What follows belongs to an exercise in optimizing a design on an open flow for small area; a production flow would make more cautious choices. Only simulation tests tie the RTL to the original design; equivalence was not proved.

==> flow/design.v <==
package aes_pkg;
    typedef logic [7:0] byte_t;
    localparam int LANE_MAX = 16;
    localparam logic [2047:0] SBOX_FWD = {
        8'h63, 8'h7c, 8'h77, 8'h7b, 8'hf2, 8'h6b, 8'h6f, 8'hc5, 8'h30, 8'h01, 8'h67, 8'h2b, 8'hfe, 8'hd7, 8'hab, 8'h76,
        8'hca, 8'h82, 8'hc9, 8'h7d, 8'hfa, 8'h59, 8'h47, 8'hf0, 8'had, 8'hd4, 8'ha2, 8'haf, 8'h9c, 8'ha4, 8'h72, 8'hc0,
        8'hb7, 8'hfd, 8'h93, 8'h26, 8'h36, 8'h3f, 8'hf7, 8'hcc, 8'h34, 8'ha5, 8'he5, 8'hf1, 8'h71, 8'hd8, 8'h31, 8'h15,
        8'h04, 8'hc7, 8'h23, 8'hc3, 8'h18, 8'h96, 8'h05, 8'h9a, 8'h07, 8'h12, 8'h80, 8'he2, 8'heb, 8'h27, 8'hb2, 8'h75,
        8'h09, 8'h83, 8'h2c, 8'h1a, 8'h1b, 8'h6e, 8'h5a, 8'ha0, 8'h52, 8'h3b, 8'hd6, 8'hb3, 8'h29, 8'he3, 8'h2f, 8'h84,
        8'h53, 8'hd1, 8'h00, 8'hed, 8'h20, 8'hfc, 8'hb1, 8'h5b, 8'h6a, 8'hcb, 8'hbe, 8'h39, 8'h4a, 8'h4c, 8'h58, 8'hcf,
        8'hd0, 8'hef, 8'haa, 8'hfb, 8'h43, 8'h4d, 8'h33, 8'h85, 8'h45, 8'hf9, 8'h02, 8'h7f, 8'h50, 8'h3c, 8'h9f, 8'ha8,
        8'h51, 8'ha3, 8'h40, 8'h8f, 8'h92, 8'h9d, 8'h38, 8'hf5, 8'hbc, 8'hb6, 8'hda, 8'h21, 8'h10, 8'hff, 8'hf3, 8'hd2,
        8'hcd, 8'h0c, 8'h13, 8'hec, 8'h5f, 8'h97, 8'h44, 8'h17, 8'hc4, 8'ha7, 8'h7e, 8'h3d, 8'h64, 8'h5d, 8'h19, 8'h73,
        8'h60, 8'h81, 8'h4f, 8'hdc, 8'h22, 8'h2a, 8'h90, 8'h88, 8'h46, 8'hee, 8'hb8, 8'h14, 8'hde, 8'h5e, 8'h0b, 8'hdb,
        8'he0, 8'h32, 8'h3a, 8'h0a, 8'h49, 8'h06, 8'h24, 8'h5c, 8'hc2, 8'hd3, 8'hac, 8'h62, 8'h91, 8'h95, 8'he4, 8'h79,
        8'he7, 8'hc8, 8'h37, 8'h6d, 8'h8d, 8'hd5, 8'h4e, 8'ha9, 8'h6c, 8'h56, 8'hf4, 8'hea, 8'h65, 8'h7a, 8'hae, 8'h08,
        8'hba, 8'h78, 8'h25, 8'h2e, 8'h1c, 8'ha6, 8'hb4, 8'hc6, 8'he8, 8'hdd, 8'h74, 8'h1f, 8'h4b, 8'hbd, 8'h8b, 8'h8a,
        8'h70, 8'h3e, 8'hb5, 8'h66, 8'h48, 8'h03, 8'hf6, 8'h0e, 8'h61, 8'h35, 8'h57, 8'hb9, 8'h86, 8'hc1, 8'h1d, 8'h9e,
        8'he1, 8'hf8, 8'h98, 8'h11, 8'h69, 8'hd9, 8'h8e, 8'h94, 8'h9b, 8'h1e, 8'h87, 8'he9, 8'hce, 8'h55, 8'h28, 8'hdf,
        8'h8c, 8'ha1, 8'h89, 8'h0d, 8'hbf, 8'he6, 8'h42, 8'h68, 8'h41, 8'h99, 8'h2d, 8'h0f, 8'hb0, 8'h54, 8'hbb, 8'h16
    };
    localparam logic [2047:0] SBOX_INV = {
        8'h52, 8'h09, 8'h6a, 8'hd5, 8'h30, 8'h36, 8'ha5, 8'h38, 8'hbf, 8'h40, 8'ha3, 8'h9e, 8'h81, 8'hf3, 8'hd7, 8'hfb,
        8'h7c, 8'he3, 8'h39, 8'h82, 8'h9b, 8'h2f, 8'hff, 8'h87, 8'h34, 8'h8e, 8'h43, 8'h44, 8'hc4, 8'hde, 8'he9, 8'hcb,
        8'h54, 8'h7b, 8'h94, 8'h32, 8'ha6, 8'hc2, 8'h23, 8'h3d, 8'hee, 8'h4c, 8'h95, 8'h0b, 8'h42, 8'hfa, 8'hc3, 8'h4e,
        8'h08, 8'h2e, 8'ha1, 8'h66, 8'h28, 8'hd9, 8'h24, 8'hb2, 8'h76, 8'h5b, 8'ha2, 8'h49, 8'h6d, 8'h8b, 8'hd1, 8'h25,
        8'h72, 8'hf8, 8'hf6, 8'h64, 8'h86, 8'h68, 8'h98, 8'h16, 8'hd4, 8'ha4, 8'h5c, 8'hcc, 8'h5d, 8'h65, 8'hb6, 8'h92,
        8'h6c, 8'h70, 8'h48, 8'h50, 8'hfd, 8'hed, 8'hb9, 8'hda, 8'h5e, 8'h15, 8'h46, 8'h57, 8'ha7, 8'h8d, 8'h9d, 8'h84,
        8'h90, 8'hd8, 8'hab, 8'h00, 8'h8c, 8'hbc, 8'hd3, 8'h0a, 8'hf7, 8'he4, 8'h58, 8'h05, 8'hb8, 8'hb3, 8'h45, 8'h06,
        8'hd0, 8'h2c, 8'h1e, 8'h8f, 8'hca, 8'h3f, 8'h0f, 8'h02, 8'hc1, 8'haf, 8'hbd, 8'h03, 8'h01, 8'h13, 8'h8a, 8'h6b,
        8'h3a, 8'h91, 8'h11, 8'h41, 8'h4f, 8'h67, 8'hdc, 8'hea, 8'h97, 8'hf2, 8'hcf, 8'hce, 8'hf0, 8'hb4, 8'he6, 8'h73,
        8'h96, 8'hac, 8'h74, 8'h22, 8'he7, 8'had, 8'h35, 8'h85, 8'he2, 8'hf9, 8'h37, 8'he8, 8'h1c, 8'h75, 8'hdf, 8'h6e,
        8'h47, 8'hf1, 8'h1a, 8'h71, 8'h1d, 8'h29, 8'hc5, 8'h89, 8'h6f, 8'hb7, 8'h62, 8'h0e, 8'haa, 8'h18, 8'hbe, 8'h1b,
        8'hfc, 8'h56, 8'h3e, 8'h4b, 8'hc6, 8'hd2, 8'h79, 8'h20, 8'h9a, 8'hdb, 8'hc0, 8'hfe, 8'h78, 8'hcd, 8'h5a, 8'hf4,
        8'h1f, 8'hdd, 8'ha8, 8'h33, 8'h88, 8'h07, 8'hc7, 8'h31, 8'hb1, 8'h12, 8'h10, 8'h59, 8'h27, 8'h80, 8'hec, 8'h5f,
        8'h60, 8'h51, 8'h7f, 8'ha9, 8'h19, 8'hb5, 8'h4a, 8'h0d, 8'h2d, 8'he5, 8'h7a, 8'h9f, 8'h93, 8'hc9, 8'h9c, 8'hef,
        8'ha0, 8'he0, 8'h3b, 8'h4d, 8'hae, 8'h2a, 8'hf5, 8'hb0, 8'hc8, 8'heb, 8'hbb, 8'h3c, 8'h83, 8'h53, 8'h99, 8'h61,
        8'h17, 8'h2b, 8'h04, 8'h7e, 8'hba, 8'h77, 8'hd6, 8'h26, 8'he1, 8'h69, 8'h14, 8'h63, 8'h55, 8'h21, 8'h0c, 8'h7d
    };
endpackage
module sbox_byte
(
    input  logic [7:0] x,
    input  logic       inv,
    output logic [7:0] y
);
    always_comb begin
        y = 8'h00;
        if (inv) begin
            y = aes_pkg::SBOX_INV[{~x, 3'b000} +: 8];
        end else begin
            y = aes_pkg::SBOX_FWD[{~x, 3'b000} +: 8];
        end
    end
endmodule
module sbox_sub_bytes_pipe
#(
    parameter int LANES = 16,
    parameter int CNT_W = 16
) (
    input  logic               clk,
    input  logic               rst_n,
    input  logic               flush,
    input  logic               in_valid,
    output logic               in_ready,
    input  logic               in_inv,
    input  logic [8*LANES-1:0] in_data,
    output logic               out_valid,
    input  logic               out_ready,
    output logic               out_inv,
    output logic [8*LANES-1:0] out_data,
    output logic               busy,
    output logic [CNT_W-1:0]   done_cnt
);
    logic               s1_valid_r;
    logic               s1_inv_r;
    logic [8*LANES-1:0] s1_data_r;
    logic               s2_valid_r;
    logic               s2_inv_r;
    logic [8*LANES-1:0] s2_data_r;
    logic               busy_r;
    logic [CNT_W-1:0]   done_cnt_r;
    logic               s1_adv_s;
    logic               s2_adv_s;
    logic               in_ready_s;
    logic               accept_s;
    logic               deliver_s;
    logic               s1_valid_nxt_s;
    logic               s2_valid_nxt_s;
    logic [8*LANES-1:0] sub_data_s;
    for (genvar g = 0; g < LANES; g++) begin : g_lane
        sbox_byte u_sbox (
            .x   (s1_data_r[8*g +: 8]),
            .inv (s1_inv_r),
            .y   (sub_data_s[8*g +: 8])
        );
    end
    always_comb begin
        s2_adv_s       = !s2_valid_r || out_ready;
        s1_adv_s       = s1_valid_r && s2_adv_s;
        in_ready_s     = 1'b0;
        s1_valid_nxt_s = s1_valid_r;
        s2_valid_nxt_s = s2_valid_r;
        if (!rst_n) begin
            in_ready_s = 1'b1;
        end else if (flush) begin
            in_ready_s = 1'b0;
        end else begin
            in_ready_s = !s1_valid_r || s1_adv_s;
        end
        accept_s  = in_valid && in_ready_s;
        deliver_s = s2_valid_r && out_ready;
        if (flush) begin
            s1_valid_nxt_s = 1'b0;
        end else if (accept_s) begin
            s1_valid_nxt_s = 1'b1;
        end else if (s1_adv_s) begin
            s1_valid_nxt_s = 1'b0;
        end else begin
            s1_valid_nxt_s = s1_valid_r;
        end
        if (flush) begin
            s2_valid_nxt_s = 1'b0;
        end else if (s2_adv_s) begin
            s2_valid_nxt_s = s1_valid_r;
        end else begin
            s2_valid_nxt_s = s2_valid_r;
        end
    end
    always_ff @(posedge clk or negedge rst_n) begin
        if (!rst_n) begin
            s1_valid_r <= 1'b0;
            s1_inv_r   <= 1'b0;
            s1_data_r  <= '0;
            s2_valid_r <= 1'b0;
            s2_inv_r   <= 1'b0;
            s2_data_r  <= '0;
            busy_r     <= 1'b0;
        end else begin
            s1_valid_r <= s1_valid_nxt_s;
            s2_valid_r <= s2_valid_nxt_s;
            busy_r     <= s1_valid_nxt_s || s2_valid_nxt_s;
            if (accept_s) begin
                s1_data_r <= in_data;
                s1_inv_r  <= in_inv;
            end
            if (s1_adv_s && !flush) begin
                s2_data_r <= sub_data_s;
                s2_inv_r  <= s1_inv_r;
            end
        end
    end
    always_ff @(posedge clk or negedge rst_n) begin
        if (!rst_n) begin
            done_cnt_r <= '0;
        end else if (deliver_s) begin
            done_cnt_r <= done_cnt_r + {{(CNT_W-1){1'b0}}, 1'b1};
        end
    end
    assign in_ready  = in_ready_s;
    assign out_valid = s2_valid_r;
    assign out_inv   = s2_inv_r;
    assign out_data  = s2_data_r;
    assign busy      = busy_r;
    assign done_cnt  = done_cnt_r;
endmodule
==> flow/run.sh <==
#!/bin/bash
# synth_recipe.tcl (not shown) runs the flow's synth.tcl, then flattens the netlist and writes it again
# the make line also repeats each setting of config.mk as NAME=value (left out here)
make -C /OpenROAD-flow-scripts/flow DESIGN_CONFIG=/design/flow/config.mk WORK_HOME=/design/flow/orfs CLKGATE_MAP_FILE= SYNTH_SCRIPT=/design/flow/synth_recipe.tcl finish
==> flow/config.mk <==
export PLATFORM = sky130hd
export DESIGN_NAME = sbox_sub_bytes_pipe
export DESIGN_NICKNAME = sbox_sub_bytes_pipe
export VERILOG_FILES = /design/flow/design.v
export SDC_FILE = /design/flow/constraint.sdc
export NUM_CORES = 8
export LEC_CHECK = 0
export CAP_MARGIN = 20
export CELL_PAD_IN_SITES_DETAIL_PLACEMENT = 1
export CELL_PAD_IN_SITES_GLOBAL_PLACEMENT = 2
export CORE_MARGIN = 2
export CORE_UTILIZATION = 35
export SLEW_MARGIN = 20
==> flow/constraint.sdc <==
create_clock -name core_clock -period 10.0 [get_ports {clk}]
set_input_delay 2.0000 -clock core_clock [delete_from_list [all_inputs] [get_ports {clk}]]
set_output_delay 2.0000 -clock core_clock [all_outputs]
set_load 0.01 [all_outputs]
==> results of run 1 <==
==> sequential cells by signal (all words and copies together) (netlist names) <==
| name | count |
|---|---|
| done_cnt_r | 16 |
| busy_r | 1 |
| s1_valid_r | 1 |
| s1_inv_r | 1 |
| s2_data_r | 128 |
| s1_data_r | 128 |
| s2_valid_r | 1 |
| s2_inv_r | 1 |
==> path summary, 6_finish.rpt <==
path	start	endpoint	slack [ps]	depth (start not counted)
max reg2reg	s1_inv_r	s2_data_r[87]	4500	9
min	s2_data_r[117]	s2_data_r[117]	490	2
max	out_ready	in_ready	3620	5
min reg2reg	s2_data_r[117]	s2_data_r[117]	490	2
min in group asynchronous	rst_n	s2_data_r[100]	1090	1
max in group asynchronous	rst_n	s1_data_r[11]	6920	3
==> metrics by stage <==
step / std cells / setup slack (ps) / hold slack (ps) / instance area, um2 / util (%)
3_3_place_gp: 18821 / 3890 / 463 / 109000 / 35.9
6_report: 18943 / 3620 / 490 / 111000 / 36.5
2_1_floorplan: 16229 / 3100 / 484 / 107000 / -
3_5_place_dp: 18822 / 3890 / 474 / 109000 / 35.9
4_1_cts: 18921 / 3890 / 486 / 111000 / 36.5
5_1_grt: 18929 / 3610 / 503 / 111000 / 36.5
==> kinds of logic after synthesis <==
group / share of synthesized area (%)
AOI/OAI and AO/OA: 44.5
and+or+nand+nor: 25.9
buffers and inverters: 9.67
muxes: 7.81
adders and majority gates: 5.09
DFF: 6.50
xor gates and xnor gates: 0.467
==> area by class of cell <==
class	count	share of cell area, %
multi-input combinational	13621	80.8
sequential	277	6.48
timing repair buffer	727	5.76
tap	3978	4.50
clock buffer	79	1.43
inverter	219	0.750
clock inverter	20	0.242
antenna	22	0.0498
==> cells in the final DEF, fill, tap and decap left out, drive strengths merged, types with 162 or more instances in the layout <==
master	synthesis	layout
o221ai	167	167
a311oi	378	378
a21oi	1392	1392
inv	187	189
buf	1039	447
o211ai	390	390
nor3	612	612
nand2b	520	520
nor2	1297	1297
a211oi	420	420
and2	162	162
a221oi	167	167
nor2b	440	440
o311ai	360	360
o21ai	1448	1448
a31oi	404	404
nand2	1428	1428
nand3	562	562
mux2	181	181
ha	425	425
clkdlybuf4s50	0	280
dfrtp	277	277
o31ai	174	174
mux4	220	220
==> critical path: stages <==
cell             delay, ps
clkdlybuf4s50_1        670
nor2b_1                230
and2_1                 220
o21ai_0                570
clkdlybuf4s50_1        680
==> layer usage <==
| layer | global-route usage [%] | up-vias | part of all wire [%] |
|---|---|---|---|
| met2 | 67.7 | 14320 | 40 |
| met1 | 61.2 | 74181 | 38 |
| met4 | 30.1 | 22 | 8.0 |
| met3 | 15.6 | 3523 | 14 |
| met5 | 0 | - | 0.023 |
| li1 | - | 60008 | - |
==> out/metrics.cfg, run 1 <==
[run_status]
status = complete, no violations

[worst_setup_path]
startpoint_type = primary input
end_kind = output pin
crit_type = primary input to output pin
cp_data_required_time_ps = 8000
crit_arrival_ps = 4380
crit_path_max_fanout = 4

[synth]
yosys.area.top_type = o21ai_0
synth_area_leaders = o21ai_0, a21oi_1, dfrtp_1
yosysTopAreaCellShare_pct = 6.73
synthArstFlopShare_pct = 100
synth_nets = 16788
synthFlopType = dfrtp_1
yosysSeqAreaShare_pct = 6.50
synth_cell_types = 105
netlist_area_um2 = 107000
syn-mean-instance-area_um2 = 6.57
synth_edf_count = 0
synth-seq-cells = 277
yosys_warnings = 2
synthCells = 16229
synth_most_common_cell = o21ai_0
synthTopCellsByCount = o21ai_0, nand2_1, a21oi_1

[global_route]
grt_pass1_vias = 143597
antenna_found_initial = 31
grt_pass1_wl_um = 1100000
grt_max_degree = 207
gr-total-overflow = 0
track_usage_pct = 47.6

[die]
die-area_um2 = 309000
rows = 202
die_y_um = 556
core_area_um2 = 303000
io_pins = 282
die_w_um = 556
initial_utilization_pct = 35.2

[cells_and_area]
fillers = 38155
multi_input_comb_area_um2 = 89400
layout.nets = 15458
drive_gt1_share_pct = 8.78
seqCellArea_um2 = 7170
syn_to_final_growth_pct = 3.83

[timing]
finalHoldViolCount = 0
fin_crit_sh_pct = 63.8
finalSetupViolCount = 0
drv_slew = 0
tns_ps = 0
fmax_mhz = 157
relSlewSlack_pct = 9.45
rsz0062_at_grt = no
clock-skew-final_ps = 34.6
fin_crit_ps = 6380
tightest_slew_ps = 1340

[clock_network]
ctsResizeCount = 0
cts-hold-fix-buffers = 0
clock_latency_ps = 780
clk_path_buf_depth = 3
h-tree-depth = 2
post-cts-setup-buffers = 0
cts.clk_slew.worst_paths_ps = 50
clock_sinks = 277
ctsRootBufferMaster = clkbuf_16
cts_tree = done
numCtsBuffers = 53

[drt]
postRouteAntennaNets = 0
first_iter_violations = 30248
wirelength_um = 780000
drt_first_pass_iters = 7
via_per_inst = 8.03
vias = 152054
wl_per_cell_um = 41.2
drc_errors = 0

[job]
cap_violations = 0

[worst_hold_path]
hp-class = flip-flop to flip-flop

[placed_design]
hpwl_um = 526000
place_congestion = 1.08
numPortBuffers = 281

==> run 2, diff against run 1 <==
==> flow/design.v (replaced) <==
package aes_pkg;
    typedef logic [7:0] byte_t;
    localparam int LANE_MAX = 16;
endpackage
module sbox_byte
(
    input  logic [7:0] x,
    input  logic       inv,
    output logic [7:0] y
);
    logic [7:0] lx, u, ly, t;
    assign lx[0] = ~(x[2] ^ x[5] ^ x[7]);
    assign lx[1] = x[0] ^ x[3] ^ x[6];
    assign lx[2] = ~(x[1] ^ x[4] ^ x[7]);
    assign lx[3] = x[0] ^ x[2] ^ x[5];
    assign lx[4] = x[1] ^ x[3] ^ x[6];
    assign lx[5] = x[2] ^ x[4] ^ x[7];
    assign lx[6] = x[0] ^ x[3] ^ x[5];
    assign lx[7] = x[1] ^ x[4] ^ x[6];
    assign u = inv ? lx : x;
    logic t0, t1, t10, t11, t12, t13, t14, t15, t16, t17, t18, t19, t2, t20, t21, t22, t23, t24, t25, t26, t27, t28, t29, t3, t30, t31, t32, t33, t34, t35, t36, t37, t38, t39, t4, t40, t41, t42, t43, t44, t45, t46, t47, t48, t49, t5, t50, t51, t52, t53, t54, t55, t56, t57, t58, t59, t6, t60, t61, t62, t63, t64, t65, t66, t67, t7, t8, t9, y1, y10, y11, y12, y13, y14, y15, y16, y17, y18, y19, y2, y20, y21, y3, y4, y5, y6, y7, y8, y9, z0, z1, z10, z11, z12, z13, z14, z15, z16, z17, z2, z3, z4, z5, z6, z7, z8, z9;
    assign y14 = u[4] ^ u[2];
    assign y13 = u[7] ^ u[1];
    assign y9 = u[7] ^ u[4];
    assign y8 = u[7] ^ u[2];
    assign t0 = u[6] ^ u[5];
    assign y1 = t0 ^ u[0];
    assign y4 = y1 ^ u[4];
    assign y12 = y13 ^ y14;
    assign y2 = y1 ^ u[7];
    assign y5 = y1 ^ u[1];
    assign y3 = y5 ^ y8;
    assign t1 = u[3] ^ y12;
    assign y15 = t1 ^ u[2];
    assign y20 = t1 ^ u[6];
    assign y6 = y15 ^ u[0];
    assign y10 = y15 ^ t0;
    assign y11 = y20 ^ y9;
    assign y7 = u[0] ^ y11;
    assign y17 = y10 ^ y11;
    assign y19 = y10 ^ y8;
    assign y16 = t0 ^ y11;
    assign y21 = y13 ^ y16;
    assign y18 = u[7] ^ y16;
    assign t2 = y12 & y15;
    assign t3 = y3 & y6;
    assign t4 = t3 ^ t2;
    assign t5 = y4 & u[0];
    assign t6 = t5 ^ t2;
    assign t7 = y13 & y16;
    assign t8 = y5 & y1;
    assign t9 = t8 ^ t7;
    assign t10 = y2 & y7;
    assign t11 = t10 ^ t7;
    assign t12 = y9 & y11;
    assign t13 = y14 & y17;
    assign t14 = t13 ^ t12;
    assign t15 = y8 & y10;
    assign t16 = t15 ^ t12;
    assign t17 = t4 ^ t14;
    assign t18 = t6 ^ t16;
    assign t19 = t9 ^ t14;
    assign t20 = t11 ^ t16;
    assign t21 = t17 ^ y20;
    assign t22 = t18 ^ y19;
    assign t23 = t19 ^ y21;
    assign t24 = t20 ^ y18;
    assign t25 = t21 ^ t22;
    assign t26 = t21 & t23;
    assign t27 = t24 ^ t26;
    assign t28 = t25 & t27;
    assign t29 = t28 ^ t22;
    assign t30 = t23 ^ t24;
    assign t31 = t22 ^ t26;
    assign t32 = t31 & t30;
    assign t33 = t32 ^ t24;
    assign t34 = t23 ^ t33;
    assign t35 = t27 ^ t33;
    assign t36 = t24 & t35;
    assign t37 = t36 ^ t34;
    assign t38 = t27 ^ t36;
    assign t39 = t29 & t38;
    assign t40 = t25 ^ t39;
    assign t41 = t40 ^ t37;
    assign t42 = t29 ^ t33;
    assign t43 = t29 ^ t40;
    assign t44 = t33 ^ t37;
    assign t45 = t42 ^ t41;
    assign z0 = t44 & y15;
    assign z1 = t37 & y6;
    assign z2 = t33 & u[0];
    assign z3 = t43 & y16;
    assign z4 = t40 & y1;
    assign z5 = t29 & y7;
    assign z6 = t42 & y11;
    assign z7 = t45 & y17;
    assign z8 = t41 & y10;
    assign z9 = t44 & y12;
    assign z10 = t37 & y3;
    assign z11 = t33 & y4;
    assign z12 = t43 & y13;
    assign z13 = t40 & y5;
    assign z14 = t29 & y2;
    assign z15 = t42 & y9;
    assign z16 = t45 & y14;
    assign z17 = t41 & y8;
    assign t46 = z15 ^ z16;
    assign t47 = z10 ^ z11;
    assign t48 = z5 ^ z13;
    assign t49 = z9 ^ z10;
    assign t50 = z2 ^ z12;
    assign t51 = z2 ^ z5;
    assign t52 = z7 ^ z8;
    assign t53 = z0 ^ z3;
    assign t54 = z6 ^ z7;
    assign t55 = z16 ^ z17;
    assign t56 = z12 ^ t48;
    assign t57 = t50 ^ t53;
    assign t58 = z4 ^ t46;
    assign t59 = z3 ^ t54;
    assign t60 = t46 ^ t57;
    assign t61 = z14 ^ t57;
    assign t62 = t52 ^ t58;
    assign t63 = t49 ^ t58;
    assign t64 = z4 ^ t59;
    assign t65 = t61 ^ t62;
    assign t66 = z1 ^ t63;
    assign t[7] = t59 ^ t63;
    assign t[1] = ~(t56 ^ t62);
    assign t[0] = ~(t48 ^ t60);
    assign t67 = t64 ^ t65;
    assign t[4] = t53 ^ t66;
    assign t[3] = t51 ^ t66;
    assign t[2] = t47 ^ t65;
    assign t[6] = ~(t64 ^ t[4]);
    assign t[5] = ~(t55 ^ t67);
    assign ly[0] = ~(t[2] ^ t[5] ^ t[7]);
    assign ly[1] = t[0] ^ t[3] ^ t[6];
    assign ly[2] = ~(t[1] ^ t[4] ^ t[7]);
    assign ly[3] = t[0] ^ t[2] ^ t[5];
    assign ly[4] = t[1] ^ t[3] ^ t[6];
    assign ly[5] = t[2] ^ t[4] ^ t[7];
    assign ly[6] = t[0] ^ t[3] ^ t[5];
    assign ly[7] = t[1] ^ t[4] ^ t[6];
    assign y = inv ? ly : t;
endmodule
module sbox_sub_bytes_pipe
#(
    parameter int LANES = 16,
    parameter int CNT_W = 16
) (
    input  logic               clk,
    input  logic               rst_n,
    input  logic               flush,
    input  logic               in_valid,
    output logic               in_ready,
    input  logic               in_inv,
    input  logic [8*LANES-1:0] in_data,
    output logic               out_valid,
    input  logic               out_ready,
    output logic               out_inv,
    output logic [8*LANES-1:0] out_data,
    output logic               busy,
    output logic [CNT_W-1:0]   done_cnt
);
    logic               s1_valid_r;
    logic               s1_inv_r;
    logic [8*LANES-1:0] s1_data_r;
    logic               s2_valid_r;
    logic               s2_inv_r;
    logic [8*LANES-1:0] s2_data_r;
    logic               busy_r;
    logic [CNT_W-1:0]   done_cnt_r;
    logic               s2_adv_s;
    logic               s1_ld_s;
    logic               accept_s;
    logic               s1_valid_nxt_s;
    logic               s2_valid_nxt_s;
    logic [8*LANES-1:0] sub_data_s;
    for (genvar g = 0; g < LANES; g++) begin : g_lane
        sbox_byte u_sbox (
            .x   (s1_data_r[8*g +: 8]),
            .inv (s1_inv_r),
            .y   (sub_data_s[8*g +: 8])
        );
    end
    assign s2_adv_s       = !s2_valid_r || out_ready;
    assign s1_ld_s        = !s1_valid_r || s2_adv_s;
    assign in_ready       = !rst_n || (!flush && s1_ld_s);
    assign accept_s       = in_valid && !flush && s1_ld_s;
    assign s1_valid_nxt_s = accept_s || (!flush && s1_valid_r && !s2_adv_s);
    assign s2_valid_nxt_s = !flush && (s2_adv_s ? s1_valid_r : s2_valid_r);
    always_ff @(posedge clk or negedge rst_n) begin
        if (!rst_n) begin
            s1_valid_r <= 1'b0;
            s2_valid_r <= 1'b0;
            busy_r     <= 1'b0;
        end else begin
            s1_valid_r <= s1_valid_nxt_s;
            s2_valid_r <= s2_valid_nxt_s;
            busy_r     <= s1_valid_nxt_s || s2_valid_nxt_s;
        end
    end
    always_ff @(posedge clk) begin
        if (s1_ld_s) begin
            s1_data_r <= in_data;
            s1_inv_r  <= in_inv;
        end
        if (s2_adv_s) begin
            s2_data_r <= sub_data_s;
            s2_inv_r  <= s1_inv_r;
        end
    end
    always_ff @(posedge clk or negedge rst_n) begin
        if (!rst_n) begin
            done_cnt_r <= '0;
        end else if (s2_valid_r && out_ready) begin
            done_cnt_r <= done_cnt_r + {{(CNT_W-1){1'b0}}, 1'b1};
        end
    end
    assign out_valid = s2_valid_r;
    assign out_inv   = s2_inv_r;
    assign out_data  = s2_data_r;
    assign busy      = busy_r;
    assign done_cnt  = done_cnt_r;
endmodule
==> out/metrics.cfg, run 2 <==
[run_status]
status = complete, no violations

[synth]
synthFlopType = edfxtp_1
yosysSeqAreaShare_pct = 18.6
synth_area_leaders = edfxtp_1, xnor2_1, xor2_1
yosysTopAreaCellShare_pct = 17.5
yosys_warnings = 1
synthTopCellsByCount = xnor2_1, nor2_1, nand2_1
synth-seq-cells = 277
syn-mean-instance-area_um2 = 8.70
synth_nets = 5285
synth_edf_count = 258
synthArstFlopShare_pct = 6.86
synthMuxAreaShare_pct = 5.67
synth_compound_area_share_pct = 19.1
synth-adder-area-share_pct = 1.84
synthCells = 5086
yosys.area_share.simple_pct = 15.7
yosys.area.top_type = edfxtp_1
netlist_area_um2 = 44300
synth_xor_area_share_pct = 35.1
synth_most_common_cell = xnor2_1
synth_cell_types = 125
synth_top_family_by_area = XOR/XNOR gates

[cells_and_area]
final_common_cell = xnor2_1
fillers = 14607
seqCellArea_um2 = 8220
layout.nets = 5455
reg.largest.list = s1_data_r (128), s2_data_r (128), done_cnt_r (16)
drive_gt1_share_pct = 8.49
fin_util_pct = 40.1
syn_to_final_growth_pct = 13.8
multi_input_comb_area_um2 = 34300
mostFrequentLayoutCells = xnor2_1, nor2_1, nand2_1

[die]
die-area_um2 = 129000
die_y_um = 360
io_pins = 282
initial_utilization_pct = 35.2
core_area_um2 = 126000
rows = 130
die_w_um = 360

[worst_setup_path]
slowest_stage = xnor3_1
cp_data_required_time_ps = 10350
worst-path-buf-inv = 5
startpoint_type = flip-flop
crit_arrival_ps = 9130
path_common_cell = xnor2_1
cp_top_family = XOR/XNOR gates
end_kind = flip-flop
max_stage_delay_ps = 610
crit_path_max_fanout = 46
crit_type = flip-flop to flip-flop

[timing]
clock-skew-final_ps = 35.3
drv_slew = 0
finalSetupViolCount = 0
rsz0062_at_grt = no
finalHoldViolCount = 0
relSlewSlack_pct = 27.4
tightest_slew_ps = 1090
worst_slack_ps = 1220
tns_ps = 0
fmax_mhz = 114
fin_crit_ps = 8780
whs_ps = 489
fin_crit_sh_pct = 87.8

[drt]
vias = 38668
drc_errors = 0
wirelength_um = 151000
first_iter_violations = 2305
postRouteAntennaNets = 0
via_per_inst = 5.57
drt_first_pass_iters = 8
wl_per_cell_um = 21.7

[clock_network]
h-tree-depth = 2
clock_sinks = 277
ctsResizeCount = 0
post-cts-setup-buffers = 0
numCtsBuffers = 43
clock_latency_ps = 640
cts_tree = done
cts-hold-fix-buffers = 0
ctsRootBufferMaster = clkbuf_16
clk_path_buf_depth = 3
cts.clk_slew.worst_paths_ps = 60

[global_route]
grt_max_degree = 78
met1_usage_pct = 31.3
use_met2_pct = 37.9
gr-total-overflow = 0
track_usage_pct = 22.5
use_met3_pct = 2.30
antenna_found_initial = 10
grt_pass1_vias = 38974
grt_pass1_wl_um = 236000
grt.busiest_layer = met2

[placed_design]
hpwl_um = 116000
numPortBuffers = 281
place_congestion = 0.848
place_ws_ps = 1300

[job]
cap_violations = 0

[worst_hold_path]
hp-class = flip-flop to flip-flop

run 2: final timing paths:
check,start,endpoint,slack (ps),cells after the start
max,s1_inv_r,s2_data_r[118],1220,26
min,done_cnt_r[13],done_cnt_r[13],490,1
max reg2reg,s1_inv_r,s2_data_r[118],1220,26
min reg2reg,done_cnt_r[13],done_cnt_r[13],490,1
max in group asynchronous,rst_n,done_cnt_r[1],8080,2
min in group asynchronous,rst_n,done_cnt_r[6],1710,2
run 2: worst register-to-register path, stage by stage, from the launching register on:
cell	delay, ps
edfxtp_1	440
buf_12	330
buf_4	370
mux2i_2	580
xnor2_1	120
buf_4	210
xnor2_1	410
xnor2_1	140
ha_1	530
inv_1	230
xnor3_1	610
inv_2	150
ha_1	330
xnor2_1	270
xor2_1	550
xnor2_1	270
xnor2_1	410
nor2_1	170
a22oi_1	360
o31ai_1	210
a221o_1	340
xor2_1	300
xor2_1	390
xor2_1	380
xnor2_1	190
xnor2_1	140
o21ai_1	70
run 2: area by class of cell:
type / instances / area share [%]
multi-input combinational: 4418 / 68.1
sequential: 277 / 16.3
timing repair buffer: 422 / 7.79
tap: 1650 / 4.10
clock buffer: 55 / 2.46
inverter: 94 / 0.726
clock inverter: 22 / 0.452
antenna: 4 / 0.0199
run 2: per-layer routing:
metal  wire, um  up-vias
li1           -    18777
met1      72200    19127
met2      71300      611
met3       4510      141
met4       2590       12
met5         71        -
run 2: cell families after synthesis:
family / after synthesis
flops: 277
mux: 231
compound gates: 1278
xor+xnor: 1377
simple gates: 1467
fa+ha+maj: 65
buf+inv: 391
run 2: per-stage QoR:
stage	instance area, um2	std cells
final	50400	6942
after CTS	50300	6938
after global placement	48900	6861
after detailed placement	48900	6861
after global routing	50400	6940
after floorplan	44300	5086

==> port drivers added, routing unchanged <==
The flow's constraints put no driver on any port. The routed layouts listed below were extracted and timed again, unchanged, in two steps. Step 1 sets driving cells, clkbuf_16 on the clock port and buf_2 on the other inputs (assumed; they add their load-dependent delay and slew). Step 2, shift: input delay + t, output delay - t, t = (earliest + latest rising clock arrival at the registers) / 2. This alone moves slack from input paths to output paths. Slacks: no drivers / after step 1 / after step 2; pairs: no drivers / after step 1.
run | t (ns) | setup slack, ns | worst hold slack (ns) | worst setup path after step 2 | cell pins on the clock port's net
run 1 | 0.889 | 3.619 / 3.590 / 3.590 | 0.490 / 0.490 / 0.490 | input to output | 1
run 2 | 0.694 | 1.220 / 1.220 / 1.220 | 0.489 / 0.489 / 0.489 | register to register | 1
After both steps every run listed still meets setup and hold. For run 1, which loses most, drivers alone change the setup slack by -0.029 ns; drivers and shift together by -0.029 ns.
